Source: an optimization exercise on an open RTL-to-GDS flow (aim: small area). Production flows keep margins and buffers that such runs may drop. Only simulation tests tie the RTL to the original design; equivalence was not proved. Power is estimated from default activity; no workload was simulated.

File: flow/design.v
package hdc_frame_assembler_pkg;
  localparam int INPUT_CHANNELS = 64;
  localparam int RAW_WIDTH      = 15;
  localparam int MODE_W         = 2;
  localparam int LABEL_W        = 5;
  typedef enum logic {
    COLLECT = 1'b0,
    HOLD    = 1'b1
  } asmState_t;
  function automatic int idxWidth(input int n);
    if (n > 1) idxWidth = $clog2(n);
    else       idxWidth = 1;
  endfunction
endpackage
module hdc_frame_slot #(
  parameter int RAW_W = 1024
) (
  input  logic               Clk_CI,
  input  logic               Load_SI,
  input  logic [RAW_W-1:0]   Raw_DI,
  input  logic [hdc_frame_assembler_pkg::MODE_W-1:0]  Mode_DI,
  input  logic [hdc_frame_assembler_pkg::LABEL_W-1:0] Label_DI,
  output logic [RAW_W-1:0]   Raw_DO,
  output logic [hdc_frame_assembler_pkg::MODE_W-1:0]  Mode_DO,
  output logic [hdc_frame_assembler_pkg::LABEL_W-1:0] Label_DO
);
  always_ff @(posedge Clk_CI) begin
    if (Load_SI) begin
      Raw_DO   <= Raw_DI;
      Mode_DO  <= Mode_DI;
      Label_DO <= Label_DI;
    end
  end
endmodule
module hdc_frame_assembler #(
  parameter int CHANNELS = hdc_frame_assembler_pkg::INPUT_CHANNELS,
  parameter int SAMPLE_W = hdc_frame_assembler_pkg::RAW_WIDTH,
  parameter int LANE_W   = 16
) (
  input  logic                         Clk_CI,
  input  logic                         Reset_RI,
  input  logic                         SampleValid_SI,
  output logic                         SampleReady_SO,
  input  logic [SAMPLE_W-1:0]          Sample_DI,
  input  logic                         SampleLast_SI,
  input  logic [hdc_frame_assembler_pkg::MODE_W-1:0]            ModeIn_SI,
  input  logic [hdc_frame_assembler_pkg::LABEL_W-1:0]           LabelIn_DI,
  output logic [hdc_frame_assembler_pkg::idxWidth(CHANNELS)-1:0] ChannelIdx_DO,
  output logic                         ValidOut_SO,
  input  logic                         ReadyIn_SI,
  output logic [hdc_frame_assembler_pkg::MODE_W-1:0]            ModeOut_SO,
  output logic [hdc_frame_assembler_pkg::LABEL_W-1:0]           LabelOut_DO,
  output logic [CHANNELS*LANE_W-1:0]   Raw_DO,
  output logic                         FrameError_SO
);
  localparam int IDX_W = hdc_frame_assembler_pkg::idxWidth(CHANNELS);
  localparam int PK_W  = CHANNELS * SAMPLE_W;
  logic               sampleReady;
  logic [IDX_W-1:0]   chanIdx;
  logic               frameError;
  logic               slotValid;
  logic [(CHANNELS-1)*SAMPLE_W-1:0] collectShift;
  logic [SAMPLE_W-1:0] collectLast;
  logic [hdc_frame_assembler_pkg::MODE_W-1:0]  collectMode;
  logic [hdc_frame_assembler_pkg::LABEL_W-1:0] collectLabel;
  logic accept, atLastIdx, complete, framingErr, slotFree, slotLoad;
  assign accept     = SampleValid_SI & sampleReady;
  assign atLastIdx  = (chanIdx == IDX_W'(CHANNELS - 1));
  assign complete   = accept & atLastIdx & SampleLast_SI;
  assign framingErr = accept & (SampleLast_SI != atLastIdx);
  assign slotFree   = ~slotValid | ReadyIn_SI;
  assign slotLoad   = slotFree & (~sampleReady | complete);
  always_ff @(posedge Clk_CI or negedge Reset_RI) begin
    if (!Reset_RI) begin
      sampleReady <= 1'b1;
      chanIdx     <= '0;
      frameError  <= 1'b0;
      slotValid   <= 1'b0;
    end else begin
      if (accept) begin
        chanIdx <= framingErr ? '0 : chanIdx + IDX_W'(1);
      end
      if (framingErr) begin
        frameError <= 1'b1;
      end
      if (sampleReady) begin
        if (complete & ~slotFree) sampleReady <= 1'b0;
      end else begin
        if (slotFree) sampleReady <= 1'b1;
      end
      if (slotLoad) begin
        slotValid <= 1'b1;
      end else if (ReadyIn_SI) begin
        slotValid <= 1'b0;
      end
    end
  end
  always_ff @(posedge Clk_CI) begin
    if (accept & ~atLastIdx) begin
      collectShift <= {Sample_DI, collectShift[(CHANNELS-1)*SAMPLE_W-1:SAMPLE_W]};
    end
    if (atLastIdx) begin
      collectLast <= Sample_DI;
    end
    if (chanIdx == '0 && sampleReady) begin
      collectMode  <= ModeIn_SI;
      collectLabel <= LabelIn_DI;
    end
  end
  logic [PK_W-1:0] loadPk;
  assign loadPk = {sampleReady ? Sample_DI : collectLast, collectShift};
  logic [PK_W-1:0] slotPk;
  hdc_frame_slot #(
    .RAW_W (PK_W)
  ) uSlot (
    .Clk_CI   (Clk_CI),
    .Load_SI  (slotLoad),
    .Raw_DI   (loadPk),
    .Mode_DI  (collectMode),
    .Label_DI (collectLabel),
    .Raw_DO   (slotPk),
    .Mode_DO  (ModeOut_SO),
    .Label_DO (LabelOut_DO)
  );
  always_comb begin
    for (int k = 0; k < CHANNELS; k++) begin
      Raw_DO[k*LANE_W +: LANE_W] = LANE_W'(slotPk[k*SAMPLE_W +: SAMPLE_W]);
    end
  end
  assign SampleReady_SO = sampleReady;
  assign ChannelIdx_DO  = chanIdx;
  assign FrameError_SO  = frameError;
  assign ValidOut_SO    = slotValid;
endmodule
File: flow/flow/run.sh
#!/bin/bash
# Standard ORFS layout (standard.sh, unchanged synthesis) with these changes:
# port buffers use the smallest buffer cell; before the first fanout repair,
# high-fanout signal nets get one buffer per compact group of sinks and the
# tie-fed output buffers are shrunk and share tie cells (pre_resize.tcl); and the clock tree has
# clkbuf_4 leaves over small sink clusters, a clkbuf_8/16 trunk and no dummy
# loads.
set -e
HERE=$(cd "$(dirname "$0")" && pwd)
export BUFFER_PORTS_ARGS="-buffer_cell sky130_fd_sc_hd__buf_1"
export PRE_RESIZE_TCL="$HERE/pre_resize.tcl"
export CTS_ARGS="-sink_clustering_enable -repair_clock_nets -buf_list {sky130_fd_sc_hd__clkbuf_4 sky130_fd_sc_hd__clkbuf_8 sky130_fd_sc_hd__clkbuf_16} -root_buf sky130_fd_sc_hd__clkbuf_16 -tree_buf sky130_fd_sc_hd__clkbuf_8 -sink_clustering_buffer sky130_fd_sc_hd__clkbuf_4 -sink_clustering_size 10 -sink_clustering_max_diameter 40 -dont_use_dummy_load"
bash standard.sh > standard.log 2>&1
File: flow/flow/cluster_buf.tcl
# Splits each high-fanout signal net into spatially compact groups of sinks
# (recursive median bisection) and drives each group from its own buffer,
# placed at the group's centre; repair_design then buffers the few nets left.
proc cb_split {pts maxn} {
  if {[llength $pts] <= $maxn} { return [list $pts] }
  set xs [lsort -real [lmap p $pts {lindex $p 1}]]
  set ys [lsort -real [lmap p $pts {lindex $p 2}]]
  set dx [expr {[lindex $xs end] - [lindex $xs 0]}]
  set dy [expr {[lindex $ys end] - [lindex $ys 0]}]
  set k [expr {$dx >= $dy ? 1 : 2}]
  set s [lsort -real -index $k $pts]
  set h [expr {[llength $s] / 2}]
  return [concat [cb_split [lrange $s 0 [expr {$h - 1}]] $maxn] [cb_split [lrange $s $h end] $maxn]]
}
proc cluster_buffer_nets {minfan maxn cell} {
  set block [ord::get_db_block]
  set nets {}
  foreach net [$block getNets] {
    if {[$net getSigType] ne "SIGNAL"} continue
    if {[llength [$net getITerms]] > $minfan} { lappend nets $net }
  }
  set idx 0
  foreach net $nets {
    set pts {}
    foreach pin [get_pins -of_objects [get_nets [$net getName]] -filter "direction==input"] {
      set xy [[sta::sta_to_db_pin $pin] getAvgXY]
      lappend pts [list $pin [lindex $xy 1] [lindex $xy 2]]
    }
    set groups [cb_split $pts $maxn]
    puts "cluster_buffer_nets: [$net getName] [llength $pts] sinks in [llength $groups] groups"
    foreach g $groups {
      set sx 0; set sy 0
      foreach p $g { set sx [expr {$sx + [lindex $p 1]}]; set sy [expr {$sy + [lindex $p 2]}] }
      set u [$block getDbUnitsPerMicron]
      set cx [expr {double($sx) / [llength $g] / $u}]
      set cy [expr {double($sy) / [llength $g] / $u}]
      set pins [lmap p $g {lindex $p 0}]
      insert_buffer -buffer_cell $cell -net [get_nets [$net getName]] -load_pins $pins -location [list $cx $cy] -buffer_name "cbuf_$idx" -net_name "cbuf_net_$idx"
      incr idx
    }
  }
}
File: flow/flow/pre_resize.tcl
set here [file dirname [info script]]
source [file join $here cluster_buf.tcl]
source [file join $here tie_bufs.tcl]
cluster_buffer_nets 100 64 sky130_fd_sc_hd__buf_4
shrink_tie_buffers sky130_fd_sc_hd__buf_1
share_tie_cells 8 80
set_dont_use {sky130_fd_sc_hd__buf_12 sky130_fd_sc_hd__buf_16 sky130_fd_sc_hd__clkbuf_16}
File: flow/flow/tie_bufs.tcl
# Buffers fed by a tie cell (the constant-0 outputs) drive only their port;
# the smallest buffer does.
proc shrink_tie_buffers {cell} {
  set n 0
  foreach inst [get_cells *] {
    if {![string match "sky130_fd_sc_hd__buf_*" [get_property $inst ref_name]]} continue
    set in [get_pins -of_objects $inst -filter "direction==input"]
    set drv [get_pins -of_objects [get_nets -of_objects $in] -filter "direction==output"]
    if {[llength $drv] != 1} continue
    if {[get_property [get_cells -of_objects $drv] ref_name] ne "sky130_fd_sc_hd__conb_1"} continue
    replace_cell $inst $cell
    incr n
  }
  puts "shrink_tie_buffers: $n buffers"
}

# Lets one tie cell feed several of those buffers when they sit close
# together (ports on the same stretch of die edge): walks the tie-fed
# buffers in order around the die centre and starts a new group when the
# group reaches maxn buffers or spans more than maxd microns.
proc share_tie_cells {maxn maxd} {
  set block [ord::get_db_block]
  set u [$block getDbUnitsPerMicron]
  set die [$block getDieArea]
  set cx [expr {([$die xMin] + [$die xMax]) / 2.0}]
  set cy [expr {([$die yMin] + [$die yMax]) / 2.0}]
  set items {}
  foreach inst [$block getInsts] {
    if {[[$inst getMaster] getName] ne "sky130_fd_sc_hd__conb_1"} continue
    set out [$inst findITerm LO]
    set net [$out getNet]
    if {$net eq "NULL"} continue
    set loads {}
    foreach it [$net getITerms] { if {[$it isInputSignal]} { lappend loads $it } }
    if {[llength $loads] != 1 || [llength [$inst getITerms]] == 0} continue
    if {[[$inst findITerm HI] getNet] ne "NULL"} continue
    set ld [lindex $loads 0]
    set xy [$ld getAvgXY]
    set ang [expr {atan2([lindex $xy 2] - $cy, [lindex $xy 1] - $cx)}]
    lappend items [list $ang [lindex $xy 1] [lindex $xy 2] $inst $net $ld]
  }
  set items [lsort -real -index 0 $items]
  set groups {}
  set cur {}
  foreach it $items {
    if {[llength $cur] > 0} {
      set f [lindex $cur 0]
      set d [expr {(abs([lindex $it 1] - [lindex $f 1]) + abs([lindex $it 2] - [lindex $f 2])) / double($u)}]
      if {[llength $cur] >= $maxn || $d > $maxd} { lappend groups $cur; set cur {} }
    }
    lappend cur $it
  }
  if {[llength $cur] > 0} { lappend groups $cur }
  set removed 0
  foreach g $groups {
    set keep [lindex $g 0]
    set knet [lindex $keep 4]
    foreach it [lrange $g 1 end] {
      set ld [lindex $it 5]
      $ld disconnect
      $ld connect $knet
      odb::dbInst_destroy [lindex $it 3]
      odb::dbNet_destroy [lindex $it 4]
      incr removed
    }
  }
  puts "share_tie_cells: [llength $items] tie cells, [llength $groups] kept, $removed removed"
}
File: flow/standard.sh
#!/bin/bash
# synth_recipe.tcl (not shown) runs the flow's synth.tcl, then flattens the netlist and writes it again
# the make line also repeats each setting of config.mk as NAME=value (left out here)
make -C /OpenROAD-flow-scripts/flow DESIGN_CONFIG=/design/flow/config.mk WORK_HOME=/design/flow/orfs CLKGATE_MAP_FILE= SYNTH_SCRIPT=/design/flow/synth_recipe.tcl "${@:-finish}"
File: flow/config.mk
export PLATFORM = sky130hd
export DESIGN_NAME = hdc_frame_assembler
export DESIGN_NICKNAME = hdc_frame_assembler
export VERILOG_FILES = /design/flow/design.v
export SDC_FILE = /design/flow/constraint.sdc
export NUM_CORES = 4
export LEC_CHECK = 0
export CAP_MARGIN = 20
export CORE_MARGIN = 2
export CORE_UTILIZATION = 65
export GPL_TIMING_DRIVEN = 0
export SLEW_MARGIN = 20
File: flow/constraint.sdc
create_clock -name core_clock -period 4.0 [get_ports {Clk_CI}]
set_input_delay 0.8000 -clock core_clock [delete_from_list [all_inputs] [get_ports {Clk_CI}]]
set_output_delay 0.8000 -clock core_clock [all_outputs]
set_load 0.01 [all_outputs]
==> results of run 1 <==
-- registers in the layout (all words and copies together), names as in the netlist --
name and cells:
slotValid 1, uSlot.Label_DO 5, chanIdx 6, collectLast 15, collectLabel 5, uSlot.Raw_DO 960
frameError 1, sampleReady 1, collectMode 2, uSlot.Mode_DO 2, collectShift 945
-- cells by family after synthesis --
logic type                 count (synthesis)
AOI/OAI and AO/OA                         14
adders and majority gates                  2
buffers and inverters                     75
DFF                                     1943
muxes                                     16
other                                      1
and+or+nand+nor                           27
-- placed cells by master, fill, tap and decap left out, drive strengths merged --
| master | count |
|---|---|
| dfstp | 1 |
| inv | 6 |
| and3b | 1 |
| or3 | 2 |
| a21oi | 5 |
| o31ai | 2 |
| o21ai | 4 |
| dfrtp | 8 |
| nor4 | 3 |
| conb | 9 |
| and3 | 1 |
| nand4 | 2 |
| nand4b | 1 |
| or4b | 1 |
| nor3 | 2 |
| edfxtp | 1934 |
| a32oi | 1 |
| a41oi | 1 |
| buf | 1104 |
| a21boi | 1 |
| clkbuf | 218 |
| nand2 | 4 |
| mux2 | 15 |
| nand3 | 4 |
| nor2 | 4 |
| mux2i | 1 |
| ha | 2 |
| and4 | 2 |
-- metrics by stage --
stage	instance area (um2)	utilization
floorplan	59600	-
global placement	64800	0.719
detailed placement	64600	0.717
CTS	66400	0.736
global route	66400	0.736
finish	66400	0.736
-- Yosys cell counts, types with 2 or more instances --
| library cell | n | share of area |
|---|---|---|
| buf_4 | 66 | 0.0084 |
| inv_1 | 6 | 0.00038 |
| nor2_1 | 4 | 0.00025 |
| edfxtp_1 | 1934 | 0.98 |
| nor3_1 | 2 | 0.00017 |
| nand2_1 | 4 | 0.00025 |
| o31ai_1 | 2 | 0.00025 |
| nor4_1 | 3 | 0.00032 |
| ha_1 | 2 | 0.00042 |
| a21oi_1 | 5 | 0.00042 |
| mux2_2 | 15 | 0.0028 |
| or3_1 | 2 | 0.00021 |
| buf_2 | 2 | 0.00017 |
| o21ai_0 | 4 | 0.00034 |
| dfrtp_1 | 8 | 0.0034 |
| nand4_1 | 2 | 0.00021 |
| nand3_1 | 4 | 0.00034 |
-- path summary, 6_finish.rpt --
check | from | to | slack (ns) | cells past startpoint
min in group core_clock | LabelIn_DI[0] | collectLabel[0]$_DFFE_PP_ | 0.28 | 1
max in group asynchronous | Reset_RI | sampleReady$_DFF_PN1_ | 3.57 | 1
worst max register to register | chanIdx[0]$_DFFE_PN0N_ | collectShift[535]$_DFFE_PP_ | 0.89 | 7
worst min register to register | collectShift[773]$_DFFE_PP_ | uSlot.Raw_DO[773]$_DFFE_PP_ | 0.42 | 0
worst max-delay path | chanIdx[0]$_DFFE_PN0N_ | collectShift[535]$_DFFE_PP_ | 0.89 | 7
worst min-delay path | Reset_RI | chanIdx[1]$_DFFE_PN0N_ | 0.06 | 1
-- layout make-up --
class / instances / share of cell area
Multi-Input combinational cell: 68 / 0.00793
Inverter: 6 / 0.000339
Tap cell: 1176 / 0.0222
Clock buffer: 217 / 0.0263
Timing Repair Buffer: 1036 / 0.0609
Sequential cell: 1943 / 0.878
Buffer: 69 / 0.00418
-- power breakdown --
group | internal (mW) | switching [mW] | total (mW)
clock | 2.73 | 5.68 | 8.40
combinational | 0.0487 | 0.273 | 0.322
sequential | 22.8 | 0.225 | 23.1
total | 25.6 | 6.17 | 31.8
-- routing by layer --
metal | global-route usage | vias to the layer above | share of wire
li1 | - | 10824 | -
met1 | 0.350 | 13127 | 0.35
met2 | 0.486 | 1261 | 0.51
met3 | 0.103 | 214 | 0.097
met4 | 0.112 | 0 | 0.037
met5 | 0 | - | 0
==> results.yml, run 1 <==
outcome:
  status: "finished clean"
layout:
  drive_gt1_frac: 0.0836
  ff_latch_area_mm2: 0.0583
  multi_input_area_um2: 527
  finalNonFillerCells: 4515
  n_antenna_cell: 0
  synthToLayoutAreaGrowth_pct: 12.0
  fill_cells: 5237
  layout.nets: 3370
clock_network:
  cts_hold_buffers: 0
  cts_inserted_buffers: 217
  ctsResizeCount: 0
  cts_buffer_depth: 3
  post_cts_buffers: 0
  cts_tree: "built"
  cts_root_buffer: "clkbuf_16"
  cts_num_sinks: 1943
  insertion_delay_ns: 0.72
  htreeDepth: 4
  clk_pin_slew_ns: 0.09
yosys:
  async_reset_ff_frac: 0.00463
  ys_seq_area_frac: 0.983
  synth_warnings: 2
  synth_top_family_by_area: "buffers and inverters"
  netlist_instances: 2078
  syn_avg_cell_area_um2: 28.5
  synth.distinct_cells: 30
  synth_compound_area_frac: 0.00156
  synthAdderAreaFrac: 0.000422
  synthFlopType: "edfxtp_1"
  synth_area_mm2: 0.0593
  synth-simple-area-share: 0.00268
  synthMuxAreaShare: 0.00302
  synth-edff-count: 1934
  synth-xor-area-share: 0
  ys_ff_latch: 1943
route:
  first_pass_iters: 6
  drt_iter0_drc: 3056
  routed_via_density: 5.63
  wl_mm: 137
  via_count: 25426
  drc: 0
  wl_per_cell_um: 30.3
  ant_nets: 0
grt:
  grtUsageTotal: 0.290
  grt_max_degree: 62
  grt_pass1_vias: 25311
  antenna_found_initial: 2
  grt_first_pass_wirelength_mm: 187
  grt_overflow: 0
worst_setup_path:
  crit_top_cell: "nor2_4"
  worstSetupPathType: "reg -> reg"
  cp.buffers_inverters: 4
  cp_slowest_cell: "buf_4"
  critPathMaxFanout: 59
  start_kind: "flip-flop"
  cp.required_ns: 4.30
  end_kind: "flip-flop"
  worst-endpoint-arrival_ns: 3.41
  critical-path-max-stage-delay_ns: 0.63
  crit_family: "buffers and inverters"
  crit_chain: "ha_1, clkbuf_2, inv_1, nor2_4, nor2_4, buf_8, buf_4"
placement:
  post-place-cells: 4298
  pre_cts_ws_ns: 0.915
  port_buffers: 1001
  dp_hpwl_mm: 98.2
  gp_congestion: 0.865
sta:
  setup_viol: 0
  finalHoldViolCount: 0
  period_needed_ns: 3.11
  slew_headroom: 0.340
  fin_crit_sh: 0.777
  setup_tns_ns: 0
  skew_ns: 0.0399
  fin_hold_ws_ns: 0.0576
  timing.final.ws_setup_ns: 0.893
  grt_setup_unrepaired: "false"
  drv_slew: 0
  worst_pin_slew_ns: 0.983
  max_freq_mhz: 322
floorplan:
  row_count: 110
  fp.dieH_um: 306
  num_io_pins: 1067
  start_util: 0.658
  die_w_um: 306
  die_area_mm2: 0.0937
  core_mm2: 0.0901
pwr:
  p_leak_nw: 19.7
  finalPower_mw: 31.8
  irDropWorstVdd_mv: 0.317
  p_per_area_mw_per_mm2: 479
flow_run:
  drv_cap: 0
worst_hold_path:
  hold_class: "in -> async"
==> run 2: changes to the inputs <==
--- a/flow/config.mk
+++ b/flow/config.mk
@@ -5,6 +5,7 @@
 export SDC_FILE = /design/flow/constraint.sdc
 export NUM_CORES = 4
 export LEC_CHECK = 0
+export ABC_AREA = 1
 export CAP_MARGIN = 20
 export CORE_MARGIN = 2
 export CORE_UTILIZATION = 65
==> results.yml, run 2 <==
outcome:
  status: "finished clean"
clock_network:
  post_cts_buffers: 0
  cts_tree: "built"
  htreeDepth: 4
  insertion_delay_ns: 0.71
  cts_buffer_depth: 3
  cts_num_sinks: 1943
  cts_hold_buffers: 0
  clk_pin_slew_ns: 0.10
  cts_inserted_buffers: 217
  cts_root_buffer: "clkbuf_16"
  ctsResizeCount: 0
sta:
  slew_headroom: 0.371
  worst_pin_slew_ns: 0.937
  grt_setup_unrepaired: "false"
  drv_slew: 0
  skew_ns: 0.0495
  period_needed_ns: 3.77
  fin_crit_sh: 0.942
  max_freq_mhz: 265
  setup_viol: 0
  setup_tns_ns: 0
  finalHoldViolCount: 0
  fin_hold_ws_ns: 0.108
floorplan:
  core_mm2: 0.0901
  fp.dieH_um: 306
  die_area_mm2: 0.0936
  num_io_pins: 1067
  die_w_um: 306
  row_count: 110
  start_util: 0.658
yosys:
  ys_seq_area_frac: 0.984
  ys_ff_latch: 1943
  synth_warnings: 2
  synthTopCellsByCount: "edfxtp_1, buf_4, nand2_1"
  async_reset_ff_frac: 0.00463
  synth.distinct_cells: 24
  yosysTopAreaCell: "edfxtp_1"
  syn_avg_cell_area_um2: 28.5
  synth_area_leaders: "edfxtp_1, buf_4, dfrtp_1, mux2_2, nand2_1"
  yosys.area.top_type_share: 0.980
  synthFlopType: "edfxtp_1"
  synth-edff-count: 1934
  netlist_instances: 2082
  yosysMostFrequentCell: "edfxtp_1"
  synth_area_mm2: 0.0593
worst_setup_path:
  worst-endpoint-arrival_ns: 4.08
  start_kind: "flip-flop"
  end_kind: "flip-flop"
  worstSetupPathType: "reg -> reg"
  cp.required_ns: 4.31
  critPathMaxFanout: 61
route:
  via_count: 24997
  ant_nets: 0
  routed_via_density: 5.53
  drt_iter0_drc: 2652
  first_pass_iters: 5
  met2WireLength_mm: 69.7
  drc: 0
  met1_length_mm: 46.2
  wl_per_cell_um: 29.8
  wl_mm: 135
  top_layer: "met4"
  dr_wl_met3_mm: 14.3
layout:
  layout.nets: 3374
  drive_gt1_frac: 0.0850
  final_common_cell: "edfxtp_1"
  synthToLayoutAreaGrowth_pct: 12.0
  reg_top3: "uSlot.Raw_DO x960, collectShift x945, collectLast x15"
  largest_register: "uSlot.Raw_DO"
  fill_cells: 5296
  fin_util: 0.736
  largest_reg_flops: 960
  mostFrequentLayoutCells: "edfxtp_1, buf_1, clkbuf_4"
placement:
  gp_congestion: 0.871
  dp_hpwl_mm: 96.7
  port_buffers: 1002
pwr:
  p_leak_nw: 20.1
  irDropWorstVdd_mv: 0.327
  finalPower_mw: 31.8
  p_per_area_mw_per_mm2: 479
grt:
  grt_first_pass_wirelength_mm: 184
  grt_pass1_vias: 24940
  antenna_found_initial: 1
  grt_max_degree: 62
  grtUsageTotal: 0.286
  grt_overflow: 0
worst_hold_path:
  hold_class: "in -> async"
flow_run:
  drv_cap: 0
run 2: per-layer routing:
metal	vias to the layer above	GRT usage
met5	-	0
met2	1175	0.484
li1	10787	-
met3	218	0.118
met1	12817	0.330
met4	0	0.108
run 2: cell type report:
class                      count  area [um2]  area share
tap                         1176        1470      0.0222
sequential                  1943       58300       0.878
antenna                        3        7.51    0.000113
clock buffer                 217        1750      0.0263
multi-input combinational     70         508     0.00765
timing repair buffer        1036        4030      0.0607
inverter                      11        41.3    0.000622
buffer                        66         263     0.00396
run 2: path summary, 6_finish.rpt:
check | startpoint | end | slack, ns | cells past startpoint
worst min-delay path | Reset_RI | slotValid$_DFFE_PN0P_ | 0.11 | 1
worst min register to register | collectShift[579]$_DFFE_PP_ | collectShift[564]$_DFFE_PP_ | 0.41 | 0
worst max register to register | chanIdx[1]$_DFFE_PN0N_ | uSlot.Raw_DO[148]$_DFFE_PP_ | 0.23 | 9
min in group core_clock | ModeIn_SI[0] | collectMode[0]$_DFFE_PP_ | 0.25 | 1
worst max-delay path | chanIdx[1]$_DFFE_PN0N_ | uSlot.Raw_DO[148]$_DFFE_PP_ | 0.23 | 9
max in group asynchronous | Reset_RI | chanIdx[1]$_DFFE_PN0N_ | 3.38 | 1
run 2: cell families (layout without fill, tap and decap cells):
kind of cell    after synthesis  after routing  synth area share
compound gates                3              3          0.000401
xor+xnor                      2              2          0.000296
fa+ha+maj                     2              2          0.000422
buf+inv                      77           1330           0.00918
flops                      1943           1943             0.984
mux                          15             15           0.00285
other cells                   1             12         0.0000633
simple gates                 39             39           0.00325
run 2: where the power goes:
part	switching, mW	total, mW	internal [mW]
clock	5.66	8.39	2.73
sequential	0.224	23.1	22.8
combinational	0.270	0.316	0.0467
run 2: per-stage QoR:
stage | cell area, um2 | setup WS [ns] | std cells
6_report | 66400 | 0.232 | 4522
5_1_grt | 66400 | 0.105 | 4520
4_1_cts | 66400 | 0.190 | 4519
3_5_place_dp | 64600 | 0.231 | 4302
3_3_place_gp | 64800 | -18.01 | 4323
2_1_floorplan | 59600 | -12.00 | 2145
run 2: worst max-delay path, stage by stage, from the launching register on:
cell and delay [ns]:
dfrtp_2 0.44, ha_4 0.18, nand3_4 0.10, nor2_4 0.57, nand3_1 0.14, nand2_1 0.26
inv_2 0.09, nor2_4 0.59, buf_8 0.28, buf_4 0.66

## port drivers added, routing unchanged
Ports are ideal in the flow. The routed layouts listed here were re-timed in OpenROAD. Step 1 sets driving cells, clkbuf_16 on the clock port and buf_2 on the other inputs (assumed; they add their load-dependent delay and slew). Step 2 adds t to the input delays and takes it off the output delays; t is the mean of the earliest and latest rising clock arrival at the registers after step 1. Input paths then give back, and output paths get back, about the clock's delay inside the block. a / b / c = ideal / step 1 / step 2; a / b = the first two.
run	t, ns	setup slack, ns	worst slew at a driven data input, ns
run 1	0.764	0.893 / 0.893 / 0.891	0.10
run 2	0.768	0.232 / 0.232 / 0.232	0.11
After both steps every run listed still meets setup and hold. The setup slack of run 1, which loses most, moves by 0.000 ns with the drivers and by -0.002 ns with both steps.
